This is an optimization exercise on Yosys and OpenROAD, whose aim is small area, a short achievable clock period and few clock cycles per item, not a production implementation.
Function was checked by simulation only, so behaviour that the tests miss may differ from the original.
Power is estimated from default activity; no workload was simulated.

==> flow/design.v <==
module mul_div_unit #(
    parameter int WIDTH = 64
) (
    input  logic             Clk,
    input  logic             Reset,
    input  logic             Start,
    input  logic [2:0]       Op,
    input  logic [WIDTH-1:0] BusA,
    input  logic [WIDTH-1:0] BusB,
    input  logic [4:0]       DestReg,
    output logic             Busy,
    output logic             Done,
    output logic [WIDTH-1:0] Result,
    output logic [4:0]       RW,
    output logic             RegWr
);
    localparam int CW = (WIDTH > 1) ? $clog2(WIDTH) : 1;
    localparam logic [CW-1:0] CNT_LAST = CW'(WIDTH - 1);
    localparam logic [2:0] OP_MUL   = 3'b000;
    localparam logic [2:0] OP_UMULH = 3'b001;
    localparam logic [2:0] OP_SMULH = 3'b010;
    localparam logic [2:0] OP_UDIV  = 3'b011;
    localparam logic [2:0] OP_SDIV  = 3'b100;
    typedef enum logic [1:0] {
        ST_IDLE  = 2'd0,
        ST_CALC  = 2'd1,
        ST_FIXUP = 2'd2,
        ST_DONE  = 2'd3
    } state_t;
    state_t               r_state;
    state_t               w_state_next;
    logic [2:0]           r_op;
    logic [4:0]           r_rw;
    logic [CW-1:0]        r_cnt;
    logic [2*WIDTH-1:0]   r_acc;
    logic [WIDTH-1:0]     r_b;
    logic                 r_neg;
    logic [WIDTH-1:0]     r_result;
    logic                 w_signed;
    logic                 w_a_neg;
    logic                 w_b_neg;
    logic [WIDTH-1:0]     w_a_mag;
    logic [WIDTH-1:0]     w_b_mag;
    logic                 w_is_div;
    logic                 w_early;
    logic [WIDTH:0]       w_sum;
    logic [2*WIDTH-1:0]   w_mul_next;
    logic [WIDTH:0]       w_rem_sh;
    logic [WIDTH:0]       w_diff;
    logic                 w_ge;
    logic [2*WIDTH-1:0]   w_div_next;
    logic [2*WIDTH-1:0]   w_prod_fix;
    logic [WIDTH-1:0]     w_quot_fix;
    logic [WIDTH-1:0]     w_result_fix;
    assign w_signed = (Op == OP_SMULH) || (Op == OP_SDIV);
    assign w_a_neg  = w_signed && BusA[WIDTH-1];
    assign w_b_neg  = w_signed && BusB[WIDTH-1];
    assign w_a_mag  = w_a_neg ? (~BusA + 1'b1) : BusA;
    assign w_b_mag  = w_b_neg ? (~BusB + 1'b1) : BusB;
    assign w_is_div = (r_op == OP_UDIV) || (r_op == OP_SDIV);
    assign w_early = 1'b0;
    assign w_sum      = {1'b0, r_acc[2*WIDTH-1:WIDTH]} + {1'b0, (r_acc[0] ? r_b : {WIDTH{1'b0}})};
    assign w_mul_next = {w_sum, r_acc[WIDTH-1:1]};
    assign w_rem_sh   = r_acc[2*WIDTH-1:WIDTH-1];
    assign w_diff     = w_rem_sh - {1'b0, r_b};
    assign w_ge       = ~w_diff[WIDTH];
    assign w_div_next = {(w_ge ? w_diff[WIDTH-1:0] : w_rem_sh[WIDTH-1:0]), r_acc[WIDTH-2:0], w_ge};
    assign w_prod_fix = r_neg ? (~r_acc + 1'b1) : r_acc;
    assign w_quot_fix = r_neg ? (~r_acc[WIDTH-1:0] + 1'b1) : r_acc[WIDTH-1:0];
    always_comb begin
        w_result_fix = '0;
        case (r_op)
            OP_MUL:            w_result_fix = r_acc[WIDTH-1:0];
            OP_UMULH:          w_result_fix = r_acc[2*WIDTH-1:WIDTH];
            OP_SMULH:          w_result_fix = w_prod_fix[2*WIDTH-1:WIDTH];
            OP_UDIV, OP_SDIV:  w_result_fix = (r_b == '0) ? '0 : w_quot_fix;
            default:           w_result_fix = '0;
        endcase
    end
    always_ff @(posedge Clk or posedge Reset) begin
        if (Reset) begin
            r_state <= ST_IDLE;
        end else begin
            r_state <= w_state_next;
        end
    end
    always_comb begin
        w_state_next = r_state;
        case (r_state)
            ST_IDLE:  if (Start) w_state_next = w_early ? ST_DONE : ST_CALC;
            ST_CALC:  if (r_cnt == CNT_LAST) w_state_next = ST_FIXUP;
            ST_FIXUP: w_state_next = ST_DONE;
            ST_DONE:  w_state_next = ST_IDLE;
            default:  w_state_next = ST_IDLE;
        endcase
    end
    always_comb begin
        Busy  = (r_state != ST_IDLE);
        Done  = (r_state == ST_DONE);
        RegWr = (r_state == ST_DONE) && (r_rw != 5'd31);
    end
    always_ff @(posedge Clk or posedge Reset) begin
        if (Reset) begin
            r_op     <= '0;
            r_rw     <= '0;
            r_cnt    <= '0;
            r_acc    <= '0;
            r_b      <= '0;
            r_neg    <= 1'b0;
            r_result <= '0;
        end else begin
            case (r_state)
                ST_IDLE: begin
                    if (Start) begin
                        r_op  <= Op;
                        r_rw  <= DestReg;
                        r_cnt <= '0;
                        r_acc <= {{WIDTH{1'b0}}, w_a_mag};
                        r_b   <= w_b_mag;
                        r_neg <= w_a_neg ^ w_b_neg;
                        if (w_early) r_result <= '0;
                    end
                end
                ST_CALC: begin
                    r_acc <= w_is_div ? w_div_next : w_mul_next;
                    r_cnt <= r_cnt + 1'b1;
                end
                ST_FIXUP: r_result <= w_result_fix;
                default: ;
            endcase
        end
    end
    assign Result = r_result;
    assign RW     = r_rw;
endmodule
==> flow/run.sh <==
#!/bin/bash
# synth_recipe.tcl (not shown) runs the flow's synth.tcl, then flattens the netlist and writes it again
# the make line also repeats each setting of config.mk as NAME=value (left out here)
make -C /OpenROAD-flow-scripts/flow DESIGN_CONFIG=/design/flow/config.mk WORK_HOME=/design/flow/orfs CLKGATE_MAP_FILE= SYNTH_SCRIPT=/design/flow/synth_recipe.tcl finish
==> flow/config.mk <==
export PLATFORM = sky130hd
export DESIGN_NAME = mul_div_unit
export DESIGN_NICKNAME = mul_div_unit
export VERILOG_FILES = /design/flow/design.v
export SDC_FILE = /design/flow/constraint.sdc
export NUM_CORES = 4
export LEC_CHECK = 0
export CAP_MARGIN = 20
export CORE_MARGIN = 2
export CORE_UTILIZATION = 40
export SLEW_MARGIN = 20
==> flow/constraint.sdc <==
create_clock -name core_clock -period 5.0 [get_ports {Clk}]
set_input_delay 1.0000 -clock core_clock [delete_from_list [all_inputs] [get_ports {Clk}]]
set_output_delay 1.0000 -clock core_clock [all_outputs]
set_load 0.01 [all_outputs]
==> run summary <==
Inserted Clock Buffers=38; Crit Path Category=flop to flop; RSZ-0062 raised after global routing=false; number of enable flip-flop cells after synthesis=0; pre-CTS setup slack=569 ps; FF+latch count, synth=273; pwr/cell area=772 mW/mm^2; crit-path most repeated cell=buf_4; status=timing/DRC/antenna clean; drt total wl=roughly 110000 um; Die Span X=267 um; first-pass GRT wire length=between 150000 and 200000 um; via count=30400; maximum VDD drop=about 530 uV; maximum buffer depth of the clock tree=3; DP Wirelength=between 80000 and 90000 um; Max Clk Rate=between 200 and 250 MHz; max_cap viols=0; register area share after synthesis=0.247; synth-to-layout area growth=17.2%; setup TNS=0 ps; HP Class=flop to flop; Synth Flop Type=dfrtp_1; multi-input logic area=~0.019 mm^2; Slowest-stage cell, CP=dfrtp_1; largest net degree at the start of global routing=112; Sink Count=approximately 270; FP Rows=96; die height=between 200 and 300 um; share of cells above drive strength 1=0.0717; Worst-Margin Slew=~940 ps; Async SR Flop Fraction=1.00; Worst Setup Slack, final=around 550 ps; TritonRoute pass-1 iters=8; Setup crit end kind=flop; FILL cells=~7000; worst endpoint data arrival time=4870 ps; Syn Nets=between 4000 and 5000; Hold Buf Count CTS=0; worst skew pair latency=570 ps; Clock Skew=~30 ps; vias in the first global route=around 28000; Syn Inst Count=around 3800; 1st-iter DRT viols=between 3000 and 4000; post-DR vias/cell=6.23; Leakage=13.5 nW; Final Hold Vio Count=0; synthesized cell area=around 0.028 mm^2; initial core utilization=0.404; Final Max Slew Viols=0; post-route ant nets=0; Data required, critical path=~5400 ps; grt ovf=0; Final period util=0.891; initial antenna violation count=2; Ys Warns=1; WL per Instance=~23 um; Slew headroom=0.368; final net count=4245; # DRC=0; number of buffers added on ports=210; io pins=roughly 210; CP max stage delay=approximately 500 ps; post-cts sizing count=0; core box area=0.0685 mm^2; synthesized area per cell=7.22 um^2; Worst-path clk slew=around 60 ps; Register Area=0.00684 mm^2; CP Launch Type=flop; DIE AREA=0.0712 mm^2; # setup viols final=0; gr usage total=0.315; worst path cell trace=ha_1, fa_1, nor2b_1, o31a_1, o2111ai_1, buf_4, nor3_1, o2111a_1, or4b_2, and3_1, buf_4, nor2_1, buf_4, a222oi_1, o21ai_0; CTS tree=done; root buffer cell=clkbuf_16; Distinct cells, synth=96; minimum clock period=between 4000 and 5000 ps; post-CTS setup buffer count=0; crit path max fanout=12; htree depth=2; Final Wtd Congestion=just over 1
==> layer usage <==
layer	GRT usage	routed length, um
met1	0.429	49100
met2	0.485	49700
met3	0.0581	10100
met4	0.140	5560
met5	0	7
==> state kept, by name, summed over array words and instances, names as in the netlist <==
register	flops
r_result	64
r_op	3
r_b	64
r_cnt	6
r_state	2
r_rw	5
r_acc	128
r_neg	1
==> placed cells by master (no fill, tap or decap), types with 80 or more instances in the layout <==
master           count
o21ai_0            446
ha_1               135
xor2_1             112
xnor2_1            153
inv_1              129
a21oi_1            337
clkdlybuf4s50_1    210
dfrtp_1            272
buf_4              151
nor3_1             124
a21o_1              80
nand2_1            460
nand3_1            117
nor2_1             338
==> final timing paths <==
| check | from | end | slack (ps) | cells past startpoint |
|---|---|---|---|---|
| min in group asynchronous | Reset | r_result[24] | 920 | 2 |
| hold reg to reg | r_result[25] | r_result[25] | 470 | 1 |
| setup reg to reg | r_b[0] | r_acc[110] | 550 | 15 |
| setup / recovery | r_b[0] | r_acc[110] | 550 | 15 |
| max in group asynchronous | Reset | r_acc[12] | 3120 | 3 |
| hold / removal | r_result[25] | r_result[25] | 470 | 1 |
==> kinds of logic after synthesis <==
| kind of cell | count (synthesis) | share of synthesized area |
|---|---|---|
| AOI/OAI and AO/OA | 1346 | 0.306 |
| adders and majority gates | 138 | 0.0630 |
| DFF | 273 | 0.247 |
| and+or+nand+nor | 1381 | 0.236 |
| muxes | 25 | 0.00959 |
| buffers and inverters | 399 | 0.0546 |
| xor gates and xnor gates | 265 | 0.0840 |
==> per-stage QoR <==
step	util	cells	hold WS (ps)	instance area [um^2]	total power [W]
final	0.473	4873	474	32400	0.0250
after global routing	0.473	4872	490	32400	0.0267
after CTS	0.473	4872	481	32400	0.0245
after detailed placement	0.455	4810	469	31200	0.0217
after global placement	0.455	4810	465	31200	0.0216
after floorplan	-	3827	472	27700	0.0155
==> Yosys cell counts (22+ instances only) <==
cell	n	area [um^2]
ha_1	136	1700
a22oi_1	34	255
nor4_1	56	350
clkbuf_1	240	901
nor2_1	340	1280
xor2_1	112	981
a21o_1	81	608
nand3_1	118	591
o41ai_1	22	193
o211ai_1	34	255
buf_1	22	82.6
o21bai_1	23	173
a31oi_1	29	181
o221ai_1	25	219
a21oi_1	338	1690
nor3_1	126	631
dfrtp_1	273	6830
o2bb2ai_1	35	307
inv_1	131	492
or4_1	30	225
o21ai_0	446	2230
xnor2_1	153	1340
o21a_1	24	180
nand4_1	58	363
a211oi_1	31	233
nand2_1	462	1730
or3_1	46	288
o31ai_1	60	450
nand2b_1	31	194
a221oi_1	38	333
==> critical path: cells and delay by family, from the launching register on <==
kind / cells / cell delay, ps
AND/OR/NAND/NOR: 5 / 1200
AO/OA/AOI/OAI: 5 / 1290
flip-flops: 1 / 500
adder cells (fa/ha/maj): 2 / 660
buffers and inverters: 3 / 660
==> where the power goes <==
group,internal (W),switching (W),leakage (nW)
registers,0.00318,0.00154,3.51
logic,0.00627,0.0113,9.41
clock network,0.00165,0.00111,0.594
==> cell type report <==
type                    count  share of cell area
clock buffers              46              0.0312
inverters                 133              0.0155
well taps                 882              0.0341
flip-flops and latches    273               0.211
clock inverters            16             0.00653
diodes                      1           0.0000772
multi-input cells        3155               0.598
repair buffers            367               0.104
Testbench counts, summed over its fixed seeds: cycles 268,000, items 4,000.

port drivers added, routing unchanged:
No port has a modelled driver above. Below, the same layout with a new extraction and two added sets of constraints. Step 1 (the two cells are an assumption about what drives the block):
set clk [get_ports {Clk}]
set_driving_cell -lib_cell sky130_fd_sc_hd__clkbuf_16 $clk
set_driving_cell -lib_cell sky130_fd_sc_hd__buf_2 [delete_from_list [all_inputs] $clk]
Step 2 times the ports against the registers' clock, not the clock port: input delays grow and output delays shrink by t, the midpoint of the rising clock arrivals with the driver on. a / b / c = ideal ports / drivers / drivers and shift; a / b = the first two.
shift t [ns]: 0.616
setup slack, ns: 0.547 / 0.547 / 0.531
worst setup path at the end: input to register
latest minus earliest clock arrival (ns): 0.030 / 0.030
cell pins on the clock port's net: 1
After both steps setup and hold are still met in this run. For this run, drivers alone change the setup slack by 0.000 ns; drivers and shift together by -0.016 ns.
